This design comes from an exercise in tuning for small area, a short achievable clock period and few clock cycles per item on the open sky130 flow, not from production work.
At most, simulation tests tie the RTL to the original design; equivalence was not proved.
No activity file was given, so power comes from the tool's default toggle rates.

==> flow/design.v <==
module cpu16_core #(
  parameter logic [11:0] RESET_PC = 12'h000
) (
  input  logic        CLOCK_50,
  input  logic        reset,
  input  logic [15:0] inst,
  output logic [11:0] pc,
  output logic        retire,
  output logic        halted,
  input  logic [3:0]  dbg_sel,
  output logic [15:0] dbg_data
);
  logic [15:0] regs [1:15];
  logic [15:1] vld;            
  logic [15:0] hi;
  logic [7:0]  plo;
  logic        running;       
  logic        mul2;          
  logic [11:0] dpc;           
  logic        ev, ewen, ebr, emul1, emul2, ehalt, eadd, eslt;
  logic [3:0]  eop, erd;
  logic [15:0] ea, eb;
  wire [3:0] op = inst[15:12];
  wire [3:0] aaddr = (op == 4'hB) ? inst[11:8] : inst[7:4];
  wire [3:0] baddr = halted ? dbg_sel : inst[3:0];
  logic [15:0] rfa, rfb, res, sum;
  logic        sub, lt;
  always_comb begin
    rfa = '0;
    rfb = '0;
    for (int i = 1; i < 16; i++) begin
      if (aaddr == 4'(i) && vld[i]) rfa = regs[i];
      if (baddr == 4'(i) && vld[i]) rfb = regs[i];
    end
  end
  assign dbg_data = rfb;
  wire e_taken = ebr && ea == 16'd0;
  wire [3:0] rc = inst[11:8];
  wire d_bz = op == 4'hB && rc != 4'd0;
  wire d_bz_fold = (eadd || eslt) && erd == rc;
  wire add_zero = ((ea ^ eb) ^ {ea[14:0] | eb[14:0], 1'b0}) == 16'd0;
  wire d_bz_taken = d_bz && d_bz_fold && (eslt ? !lt : add_zero);
  wire d_ok = running && !e_taken;
  wire d_mul1 = op == 4'h9 && !mul2;
  wire [15:0] a_v = (ewen && erd == aaddr) ? res : rfa;
  wire [15:0] b_r = (ewen && erd == inst[3:0]) ? res : rfb;
  logic [15:0] b_v;
  always_comb begin
    case (op)
      4'h6, 4'h7, 4'hB: b_v = {8'd0, inst[7:0]};
      4'h9:             b_v = mul2 ? {b_r[7:0], b_r[15:8]} : b_r;
      4'h8:             b_v = {12'd0, inst[3:0]};
      4'hD:             b_v = {{8{inst[7]}}, inst[7:0]};
      default:          b_v = b_r;
    endcase
  end
  wire d_wen = (op <= 4'hA || op == 4'hD) && inst[11:8] != 4'd0 && !d_mul1;
  always_comb begin
    if (reset)                                 pc = RESET_PC;
    else if (e_taken)                          pc = {4'h0, eb[7:0]};
    else if (!running || op == 4'hF || d_mul1) pc = dpc;
    else if (op == 4'hC)                       pc = inst[11:0];
    else if (op == 4'hB && (rc == 4'd0 || d_bz_taken)) pc = {4'h0, inst[7:0]};
    else                                       pc = dpc + 12'd1;
  end
  wire [7:0]  mb = eb[7:0];    
  wire [15:0] macc = emul2 ? hi : 16'd0;
  wire [23:0] prod = ea * mb + {8'd0, macc};
  assign sub = eop == 4'h1 || eop == 4'h5;
  assign sum = ea + (sub ? ~eb : eb) + {15'd0, sub};
  assign lt = (ea[15] ^ eb[15]) ? ea[15] : sum[15];
  wire        shr = eop == 4'h7;
  logic [15:0] sh_in, sh, sh_rev;
  always_comb begin
    for (int i = 0; i < 16; i++) sh_in[i] = shr ? ea[15 - i] : ea[i];
    sh = sh_in << eb[3:0];
    for (int i = 0; i < 16; i++) sh_rev[i] = sh[15 - i];
  end
  always_comb begin
    case (eop)
      4'h0, 4'h1, 4'h8: res = sum;
      4'h2:       res = ea & eb;
      4'h3:       res = ea | eb;
      4'h4:       res = ea ^ eb;
      4'h5:       res = {15'd0, lt};
      4'h6:       res = sh;
      4'h7:       res = sh_rev;
      4'h9:       res = {prod[7:0], plo};
      4'hA:       res = hi;
      default:    res = eb;
    endcase
  end
  assign retire = ev;
  always_ff @(posedge CLOCK_50) begin
    if (reset) begin
      running <= 1'b1;
      mul2    <= 1'b0;
      dpc     <= RESET_PC;
      ev      <= 1'b0;
      ewen    <= 1'b0;
      ebr     <= 1'b0;
      eadd    <= 1'b0;
      eslt    <= 1'b0;
      emul1   <= 1'b0;
      emul2   <= 1'b0;
      ehalt   <= 1'b0;
      halted  <= 1'b0;
      hi      <= '0;
    end else begin
      dpc   <= pc;
      ev    <= d_ok && !d_mul1;
      ewen  <= d_ok && d_wen;
      ebr   <= d_ok && d_bz && !d_bz_fold;
      eadd  <= d_ok && d_wen && (op == 4'h0 || op == 4'h8);
      eslt  <= d_ok && d_wen && op == 4'h5;
      emul1 <= d_ok && d_mul1;
      emul2 <= d_ok && op == 4'h9 && mul2;
      ehalt <= d_ok && op == 4'hF;
      if (d_ok) mul2 <= d_mul1;
      if (d_ok && op == 4'hF) running <= 1'b0;
      if (emul1 || emul2) hi <= prod[23:8];
      if (ehalt) halted <= 1'b1;
    end
  end
  always_ff @(posedge CLOCK_50) begin
    eop <= op;
    erd <= inst[11:8];
    ea  <= a_v;
    eb  <= b_v;
    if (emul1) plo <= prod[7:0];
  end
  always_ff @(posedge CLOCK_50) begin
    for (int i = 1; i < 16; i++) begin
      if (ewen && erd == 4'(i)) regs[i] <= res;
      if (reset) vld[i] <= 1'b0;
      else if (ewen && erd == 4'(i)) vld[i] <= 1'b1;
    end
  end
endmodule
clock: 10.0 ns
lec_check: 0
cap_margin: 20
core_margin: 2
core_utilization: 40
cts_cluster_diameter: 80
cts_cluster_size: 25
setup_slack_margin: 3.9
slew_margin: 20
run.sh (not shown) runs the stock make flow with config.mk's settings and CLKGATE_MAP_FILE= SYNTH_SCRIPT=/design/flow/synth_recipe.tcl, a recipe that flattens the netlist after the stock synthesis.
Rerun with:
--- a/flow/design.v
+++ b/flow/design.v
@@ -18,5 +18,5 @@
   logic        mul2;          
   logic [11:0] dpc;           
-  logic        ev, ewen, ebr, emul1, emul2, ehalt, eadd, eslt;
+  logic        ev, ewen, ebr, emul1, emul2, ehalt;
   logic [3:0]  eop, erd;
   logic [15:0] ea, eb;
@@ -24,6 +24,5 @@
   wire [3:0] aaddr = (op == 4'hB) ? inst[11:8] : inst[7:4];
   wire [3:0] baddr = halted ? dbg_sel : inst[3:0];
-  logic [15:0] rfa, rfb, res, sum;
-  logic        sub, lt;
+  logic [15:0] rfa, rfb, res;
   always_comb begin
     rfa = '0;
@@ -36,9 +35,4 @@
   assign dbg_data = rfb;
   wire e_taken = ebr && ea == 16'd0;
-  wire [3:0] rc = inst[11:8];
-  wire d_bz = op == 4'hB && rc != 4'd0;
-  wire d_bz_fold = (eadd || eslt) && erd == rc;
-  wire add_zero = ((ea ^ eb) ^ {ea[14:0] | eb[14:0], 1'b0}) == 16'd0;
-  wire d_bz_taken = d_bz && d_bz_fold && (eslt ? !lt : add_zero);
   wire d_ok = running && !e_taken;
   wire d_mul1 = op == 4'h9 && !mul2;
@@ -61,5 +55,5 @@
     else if (!running || op == 4'hF || d_mul1) pc = dpc;
     else if (op == 4'hC)                       pc = inst[11:0];
-    else if (op == 4'hB && (rc == 4'd0 || d_bz_taken)) pc = {4'h0, inst[7:0]};
+    else if (op == 4'hB && inst[11:8] == 4'd0) pc = {4'h0, inst[7:0]};
     else                                       pc = dpc + 12'd1;
   end
@@ -67,7 +61,7 @@
   wire [15:0] macc = emul2 ? hi : 16'd0;
   wire [23:0] prod = ea * mb + {8'd0, macc};
-  assign sub = eop == 4'h1 || eop == 4'h5;
-  assign sum = ea + (sub ? ~eb : eb) + {15'd0, sub};
-  assign lt = (ea[15] ^ eb[15]) ? ea[15] : sum[15];
+  wire        sub = eop == 4'h1 || eop == 4'h5;
+  wire [15:0] sum = ea + (sub ? ~eb : eb) + {15'd0, sub};
+  wire        lt = (ea[15] ^ eb[15]) ? ea[15] : sum[15];
   wire        shr = eop == 4'h7;
   logic [15:0] sh_in, sh, sh_rev;
@@ -100,6 +94,4 @@
       ewen    <= 1'b0;
       ebr     <= 1'b0;
-      eadd    <= 1'b0;
-      eslt    <= 1'b0;
       emul1   <= 1'b0;
       emul2   <= 1'b0;
@@ -111,7 +103,5 @@
       ev    <= d_ok && !d_mul1;
       ewen  <= d_ok && d_wen;
-      ebr   <= d_ok && d_bz && !d_bz_fold;
-      eadd  <= d_ok && d_wen && (op == 4'h0 || op == 4'h8);
-      eslt  <= d_ok && d_wen && op == 4'h5;
+      ebr   <= d_ok && op == 4'hB && inst[11:8] != 4'd0;
       emul1 <= d_ok && d_mul1;
       emul2 <= d_ok && op == 4'h9 && mul2;
Wire length decreases by a few percent. Global-route usage decreases by 0.83 points. Combinational power decreases by a quarter to a third. Non-clock buffer count decreases by 121. Total power decreases by a few percent. Die area decreases slightly. Hold slack gains 0.011 ns.
Testbench counts after the change, summed over its fixed seeds: cycles 12,426, instrs 10,943.
The RTL of the first run of this note was laid out without a check of its function.

Another version of the RTL of cpu16_core (not shown whole).
Size: roughly 52 I/O pins.
==> module cpu16_core, before the edit <==
module cpu16_core #(
  parameter logic [11:0] RESET_PC = 12'h000
) (
  input  logic        CLOCK_50,
  input  logic        reset,
  input  logic [15:0] inst,
  output logic [11:0] pc,
  output logic        retire,
  output logic        halted,
  input  logic [3:0]  dbg_sel,
  output logic [15:0] dbg_data
);
  logic [15:0] regs [1:15];
  logic [15:1] vld;            
  logic [15:0] hi;
  logic [7:0]  plo;
  logic        running;       
  logic        mul2;          
  logic [11:0] dpc;           
  logic        ev, ewen, ebr, emul1, emul2, ehalt, eadd;
  logic [3:0]  eop, erd;
  logic [15:0] ea, eb;
  wire [3:0] op = inst[15:12];
  wire [3:0] aaddr = (op == 4'hB) ? inst[11:8] : inst[7:4];
  wire [3:0] baddr = halted ? dbg_sel : inst[3:0];
  logic [15:0] rfa, rfb, res, sum;
  logic        sub, lt;
  always_comb begin
    rfa = '0;
    rfb = '0;
    for (int i = 1; i < 16; i++) begin
      if (aaddr == 4'(i) && vld[i]) rfa = regs[i];
      if (baddr == 4'(i) && vld[i]) rfb = regs[i];
    end
  end
  assign dbg_data = rfb;
  wire e_taken = ebr && ea == 16'd0;
  wire [3:0] rc = inst[11:8];
  wire d_bz = op == 4'hB && rc != 4'd0;
  wire d_bz_fold = eadd && erd == rc;
  wire add_zero = ((ea ^ eb) ^ {ea[14:0] | eb[14:0], 1'b0}) == 16'd0;
  wire d_bz_taken = d_bz && d_bz_fold && add_zero;
  wire d_ok = running && !e_taken;
  wire d_mul1 = op == 4'h9 && !mul2;
  wire [15:0] a_v = (ewen && erd == aaddr) ? res : rfa;
  wire [15:0] b_r = (ewen && erd == inst[3:0]) ? res : rfb;
  logic [15:0] b_v;
  always_comb begin
    case (op)
      4'h6, 4'h7, 4'hB: b_v = {8'd0, inst[7:0]};
      4'h9:             b_v = mul2 ? {b_r[7:0], b_r[15:8]} : b_r;
      4'h8:             b_v = {12'd0, inst[3:0]};
      4'hD:             b_v = {{8{inst[7]}}, inst[7:0]};
      default:          b_v = b_r;
    endcase
  end
  wire d_wen = (op <= 4'hA || op == 4'hD) && inst[11:8] != 4'd0 && !d_mul1;
  always_comb begin
    if (reset)                                 pc = RESET_PC;
    else if (e_taken)                          pc = {4'h0, eb[7:0]};
    else if (!running || op == 4'hF || d_mul1) pc = dpc;
    else if (op == 4'hC)                       pc = inst[11:0];
    else if (op == 4'hB && (rc == 4'd0 || d_bz_taken)) pc = {4'h0, inst[7:0]};
    else                                       pc = dpc + 12'd1;
  end
  wire [7:0]  mb = eb[7:0];    
  wire [15:0] macc = emul2 ? hi : 16'd0;
  wire [23:0] prod = ea * mb + {8'd0, macc};
  assign sub = eop == 4'h1 || eop == 4'h5;
  assign sum = ea + (sub ? ~eb : eb) + {15'd0, sub};
  assign lt = (ea[15] ^ eb[15]) ? ea[15] : sum[15];
  wire        shr = eop == 4'h7;
  logic [15:0] sh_in, sh, sh_rev;
  always_comb begin
    for (int i = 0; i < 16; i++) sh_in[i] = shr ? ea[15 - i] : ea[i];
    sh = sh_in << eb[3:0];
    for (int i = 0; i < 16; i++) sh_rev[i] = sh[15 - i];
  end
  always_comb begin
    case (eop)
      4'h0, 4'h1, 4'h8: res = sum;
      4'h2:       res = ea & eb;
      4'h3:       res = ea | eb;
      4'h4:       res = ea ^ eb;
      4'h5:       res = {15'd0, lt};
      4'h6:       res = sh;
      4'h7:       res = sh_rev;
      4'h9:       res = {prod[7:0], plo};
      4'hA:       res = hi;
      default:    res = eb;
    endcase
  end
  assign retire = ev;
  always_ff @(posedge CLOCK_50) begin
    if (reset) begin
      running <= 1'b1;
      mul2    <= 1'b0;
      dpc     <= RESET_PC;
      ev      <= 1'b0;
      ewen    <= 1'b0;
      ebr     <= 1'b0;
      eadd    <= 1'b0;
      emul1   <= 1'b0;
      emul2   <= 1'b0;
      ehalt   <= 1'b0;
      halted  <= 1'b0;
      hi      <= '0;
    end else begin
      dpc   <= pc;
      ev    <= d_ok && !d_mul1;
      ewen  <= d_ok && d_wen;
      ebr   <= d_ok && d_bz && !d_bz_fold;
      eadd  <= d_ok && d_wen && (op == 4'h0 || op == 4'h8);
      emul1 <= d_ok && d_mul1;
      emul2 <= d_ok && op == 4'h9 && mul2;
      ehalt <= d_ok && op == 4'hF;
      if (d_ok) mul2 <= d_mul1;
      if (d_ok && op == 4'hF) running <= 1'b0;
      if (emul1 || emul2) hi <= prod[23:8];
      if (ehalt) halted <= 1'b1;
    end
  end
  always_ff @(posedge CLOCK_50) begin
    eop <= op;
    erd <= inst[11:8];
    ea  <= a_v;
    eb  <= b_v;
    if (emul1) plo <= prod[7:0];
  end
  always_ff @(posedge CLOCK_50) begin
    for (int i = 1; i < 16; i++) begin
      if (ewen && erd == 4'(i)) regs[i] <= res;
      if (reset) vld[i] <= 1'b0;
      else if (ewen && erd == 4'(i)) vld[i] <= 1'b1;
    end
  end
endmodule
export LEC_CHECK = 0
export CAP_MARGIN = 20
export CORE_MARGIN = 2
export CORE_UTILIZATION = 40
export CTS_CLUSTER_DIAMETER = 80
export CTS_CLUSTER_SIZE = 25
export SETUP_SLACK_MARGIN = 3.9
export SLEW_MARGIN = 20
create_clock -name core_clock -period 10.0 [get_ports {CLOCK_50}]
standard.sh (not shown) runs the stock make flow with config.mk's settings and CLKGATE_MAP_FILE= SYNTH_SCRIPT=/design/flow/synth_recipe.tcl, a recipe that flattens the netlist after the stock synthesis.
==> flow/flow/run.sh <==
#!/bin/bash
# The standard layout (standard.sh, unchanged steps and settings), except that the port
# buffers are buf_2 cells instead of the delay buffers buffer_ports picks by default.
set -euo pipefail
export BUFFER_PORTS_ARGS="-buffer_cell sky130_fd_sc_hd__buf_2"
bash standard.sh > standard.log 2>&1
Testbench counts at the start, summed over its fixed seeds: cycles 12,139, instrs 10,943.
Then changed:
--- a/flow/design.v
+++ b/flow/design.v
@@ -17,14 +17,13 @@
   logic        running;       
   logic        mul2;          
   logic [11:0] dpc;           
-  logic        ev, ewen, ebr, emul1, emul2, ehalt, eadd;
+  logic        ev, ewen, ebr, emul1, emul2, ehalt;
   logic [3:0]  eop, erd;
   logic [15:0] ea, eb;
   wire [3:0] op = inst[15:12];
   wire [3:0] aaddr = (op == 4'hB) ? inst[11:8] : inst[7:4];
   wire [3:0] baddr = halted ? dbg_sel : inst[3:0];
-  logic [15:0] rfa, rfb, res, sum;
-  logic        sub, lt;
+  logic [15:0] rfa, rfb, res;
   always_comb begin
     rfa = '0;
     rfb = '0;
@@ -35,11 +34,6 @@
   end
   assign dbg_data = rfb;
   wire e_taken = ebr && ea == 16'd0;
-  wire [3:0] rc = inst[11:8];
-  wire d_bz = op == 4'hB && rc != 4'd0;
-  wire d_bz_fold = eadd && erd == rc;
-  wire add_zero = ((ea ^ eb) ^ {ea[14:0] | eb[14:0], 1'b0}) == 16'd0;
-  wire d_bz_taken = d_bz && d_bz_fold && add_zero;
   wire d_ok = running && !e_taken;
   wire d_mul1 = op == 4'h9 && !mul2;
   wire [15:0] a_v = (ewen && erd == aaddr) ? res : rfa;
@@ -60,15 +54,15 @@
     else if (e_taken)                          pc = {4'h0, eb[7:0]};
     else if (!running || op == 4'hF || d_mul1) pc = dpc;
     else if (op == 4'hC)                       pc = inst[11:0];
-    else if (op == 4'hB && (rc == 4'd0 || d_bz_taken)) pc = {4'h0, inst[7:0]};
+    else if (op == 4'hB && inst[11:8] == 4'd0) pc = {4'h0, inst[7:0]};
     else                                       pc = dpc + 12'd1;
   end
   wire [7:0]  mb = eb[7:0];    
   wire [15:0] macc = emul2 ? hi : 16'd0;
   wire [23:0] prod = ea * mb + {8'd0, macc};
-  assign sub = eop == 4'h1 || eop == 4'h5;
-  assign sum = ea + (sub ? ~eb : eb) + {15'd0, sub};
-  assign lt = (ea[15] ^ eb[15]) ? ea[15] : sum[15];
+  wire        sub = eop == 4'h1 || eop == 4'h5;
+  wire [15:0] sum = ea + (sub ? ~eb : eb) + {15'd0, sub};
+  wire        lt = (ea[15] ^ eb[15]) ? ea[15] : sum[15];
   wire        shr = eop == 4'h7;
   logic [15:0] sh_in, sh, sh_rev;
   always_comb begin
@@ -99,7 +93,6 @@
       ev      <= 1'b0;
       ewen    <= 1'b0;
       ebr     <= 1'b0;
-      eadd    <= 1'b0;
       emul1   <= 1'b0;
       emul2   <= 1'b0;
       ehalt   <= 1'b0;
@@ -109,8 +102,7 @@
       dpc   <= pc;
       ev    <= d_ok && !d_mul1;
       ewen  <= d_ok && d_wen;
-      ebr   <= d_ok && d_bz && !d_bz_fold;
-      eadd  <= d_ok && d_wen && (op == 4'h0 || op == 4'h8);
+      ebr   <= d_ok && op == 4'hB && inst[11:8] != 4'd0;
       emul1 <= d_ok && d_mul1;
       emul2 <= d_ok && op == 4'h9 && mul2;
       ehalt <= d_ok && op == 4'hF;
Result: The new run ran to the end with no violations. Die area goes down by 0.60%. Clock-buffer cell count decreases by 4. Combinational power came out lower by 6.9%. Register-to-register slack is worse by 0.15 ns. Non-clock buffer count came out lower by 50.
Testbench counts after the change, summed over its fixed seeds: cycles 12,426, instrs 10,943.

-- what the ideal ports hide --
How much do the figures lean on ideal ports? The routed layouts below were timed once more, with nothing changed but the port constraints. Step 1 (the two cells are an assumption about what drives the block):
set clk [get_ports {CLOCK_50}]
set_driving_cell -lib_cell sky130_fd_sc_hd__clkbuf_16 $clk
set_driving_cell -lib_cell sky130_fd_sc_hd__buf_2 [delete_from_list [all_inputs] $clk]
Step 2 moves the port delays by t, midway between the first and last clock arrival at a register: inputs arrive t later, outputs are due t later. That takes back most of the time a late clock gives input paths. Slacks: no drivers / after step 1 / after step 2; pairs: no drivers / after step 1.
| run | t, ns | slack for setup (ns) | worst register clock-pin slew, ns | cell pins on the clock port's net |
|---|---|---|---|---|
| the first run of note 1 | 0.661 | 3.510 / 3.450 / 3.285 | 0.11 / 0.11 | 1 |
| the second run of note 1 | 0.625 | 3.903 / 3.877 / 3.609 | 0.10 / 0.10 | 1 |
| the first run of note 2 | 0.637 | 3.878 / 3.828 / 3.828 | 0.10 / 0.10 | 1 |
| the second run of note 2 | 0.639 | 3.868 / 3.827 / 3.786 | 0.10 / 0.10 | 1 |
After both steps setup and hold are still met in every run listed. For the second run of note 1, which loses most, drivers alone change the setup slack by -0.026 ns; drivers and shift together by -0.294 ns.
